This is an optimization exercise on Yosys and OpenROAD, whose aim is small area, a short achievable clock period and few clock cycles, not a production implementation.
In this exercise RTL edits were held to simulation tests only and were not proved equivalent to the original.
No activity file was given, so power comes from the tool's default toggle rates.

old:
==> flow/design.v (excerpt) <==
module concealment_top (
    input  logic                     clock,
    input  logic                     reset,
    input  logic                     start,
    input  logic [1:0]               size,
    output logic                     done,
    output logic                     pix_cyc,
    output logic                     pix_stb,
    output logic                     pix_we,
    output logic [16-1:0] pix_adr,
    output logic [8-1:0]      pix_dat_w,
    input  logic                     pix_ack,
    input  logic [8-1:0]      pix_dat_r,
    output logic                     flag_cyc,
    output logic                     flag_stb,
    output logic [8-1:0]       flag_adr,
    input  logic                     flag_ack,
    input  logic [16-1:0]       flag_dat
);
Size: about 920 cells after synthesis, roughly 69 I/O pins, ~8700 um^2 of cells after synthesis.
export LEC_CHECK = 0
export CAP_MARGIN = 20
export CORE_MARGIN = 2
export CORE_UTILIZATION = 40
export CTS_BUF_LIST = sky130_fd_sc_hd__clkbuf_8
export SLEW_MARGIN = 20
create_clock -name core_clock -period 9.0 [get_ports {clock}]
standard.sh (not shown) runs the stock make flow with config.mk's settings and CLKGATE_MAP_FILE= SYNTH_SCRIPT=/design/flow/synth_recipe.tcl, a recipe that flattens the netlist after the stock synthesis.
==> flow/flow/run.sh <==
#!/bin/bash
set -euo pipefail
export SETUP_SLACK_MARGIN=6.2
bash standard.sh > standard.log 2>&1
Testbench counts of old, summed over its fixed seeds: cycles 704,808.
What new does differently from old at the input level:
--- a/flow/design.v
+++ b/flow/design.v
@@ -125,13 +125,13 @@
     logic        e_force;
     logic [9:0]  opnd;
     logic [10:0] acc_sum;
     logic        fin_now, op_now;
     logic [1:0]  wa, wb, wd, we_, wf;
     assign eK = !tp || !bp;
-    assign nL  = start1 && (rc == 8'd1);
+    assign nL  = start1 && (rc[7:4] == 4'd0);
     assign nR  = fin_now && (pcw == 8'd253);
     assign fin_e1 = (wf_q == 2'd1);
     assign fin_e2 = wf_q[1];
     assign fin_e3 = (wf_q == 2'd3);
     assign wa  = nL ? 2'd0 : ((eK && nR) ? 2'd2 : 2'd1);
     assign wb  = 2'd1 + 2'(eK || nL || nR) + 2'(eK && (nL || nR));
@@ -406,17 +406,17 @@
         end else if (op_now && ops_act) begin
             pend <= pend & ~sel;
         end else if (e_force && fin_e3) begin
             pend[4] <= 1'b1;
         end
         if (start1) begin
-            pcw <= rc - 8'd2;
+            pcw <= {rc[7:4] - 4'd1, 4'hf};
             run_first <= 1'b0;
         end
         if (start_ops) begin
-            pend   <= mask;
+            pend <= mask;
             wf_q <= wf;
         end
         if (fin_q) begin
             wv <= acc_sum[10:3];
         end
         if (fin_q || st == S_IDLE) begin
--- outcome ---
new reached the end of the flow, and the finished layout is clean on the timing, DRC and antenna checks.
Utilization for new: 0.63 points down relative to old
Per the comparison of new with old, placed instance count stayed essentially flat, share of final-layout standard cells stronger than drive strength 1 now smaller.
Of the two values seen for start point of the critical path, we_q was produced by old and cyc_q by new.
Between old and new, the flow reports weighted congestion reported at the end of routability-driven placement decreasing by a few percent.
Tightest slew margin relative to the limit is lower on old
Testbench counts of new, summed over its fixed seeds: cycles 704,808.

--- another note on this design; it stands on its own ---

// concealment_top
module concealment_top (
    input  logic                     clock,
    input  logic                     reset,
    input  logic                     start,
    input  logic [1:0]               size,
    output logic                     done,
    output logic                     pix_cyc,
    output logic                     pix_stb,
    output logic                     pix_we,
    output logic [16-1:0] pix_adr,
    output logic [8-1:0]      pix_dat_w,
    input  logic                     pix_ack,
    input  logic [8-1:0]      pix_dat_r,
    output logic                     flag_cyc,
    output logic                     flag_stb,
    output logic [8-1:0]       flag_adr,
    input  logic                     flag_ack,
    input  logic [16-1:0]       flag_dat
);
Size in the first run: roughly 990 cells after synthesis, roughly 180 flip-flops, about 69 I/O pins, about 9300 µm² of cells after synthesis.
export LEC_CHECK = 0
export CAP_MARGIN = 20
export CORE_MARGIN = 2
export CORE_UTILIZATION = 40
export CTS_BUF_LIST = sky130_fd_sc_hd__clkbuf_8
export SETUP_SLACK_MARGIN = 5
export SLEW_MARGIN = 20
create_clock -name core_clock -period 9.0 [get_ports {clock}]
run.sh (not shown) runs the stock make flow with config.mk's settings and CLKGATE_MAP_FILE= SYNTH_SCRIPT=/design/flow/synth_recipe.tcl, a recipe that flattens the netlist after the stock synthesis.
The baseline ran to the end with no violations.
Testbench counts at the start, summed over its fixed seeds: cycles 709,561.
Next try:
--- a/flow/config.mk
+++ b/flow/config.mk
@@ -6,8 +6,8 @@
 export NUM_CORES = 4
 export LEC_CHECK = 0
+export ABC_AREA = 1
 export CAP_MARGIN = 20
 export CORE_MARGIN = 2
 export CORE_UTILIZATION = 40
-export CTS_BUF_LIST = sky130_fd_sc_hd__clkbuf_8
 export SETUP_SLACK_MARGIN = 5
 export SLEW_MARGIN = 20
After rerunning: The new run went through all stages and came out clean. Via count is higher by 6.3%. Count of clock-buffer cells in the layout is higher by 4. Synthesized cell count is higher by 13%. Sequential share of layout area is lower by 0.90 points. Setup slack gets worse by 190 ps. Power is higher by 15%. Critical path depth is higher by 4. Combinational power is higher by 21%. Clock skew is lower by 4.7 ps. Wire length is higher by 7.1%.

==> what the ideal ports hide <==
The results above use ideal ports. As a check the final layouts listed here were re-extracted and re-timed, cells and wires unchanged.
Step 1, drivers: a clkbuf_16 drives clock and a buf_2 each remaining input, both assumed.
Step 2 adds t to the input delays and takes it off the output delays; t is the mean of the earliest and latest rising clock arrival at the registers after step 1. Input paths then give back, and output paths get back, about the clock's delay inside the block.
Three values: no drivers, after step 1, after step 2; two values: the first two.
| run | shift t [ns] | setup slack, ns | worst setup path at the end |
|---|---|---|---|
| old | 0.493 | 6.069 / 6.027 / 5.803 | input to register |
| new | 0.499 | 6.076 / 6.035 / 5.810 | input to register |
| the first run of note 2 | 0.500 | 5.546 / 5.505 / 5.276 | input to register |
| the second run of note 2 | 0.481 | 5.356 / 5.382 / 4.901 | input to register |
After both steps setup and hold are still met in every run listed. The setup slack of the second run of note 2, which loses most, moves by +0.026 ns with the drivers and by -0.455 ns with both steps.
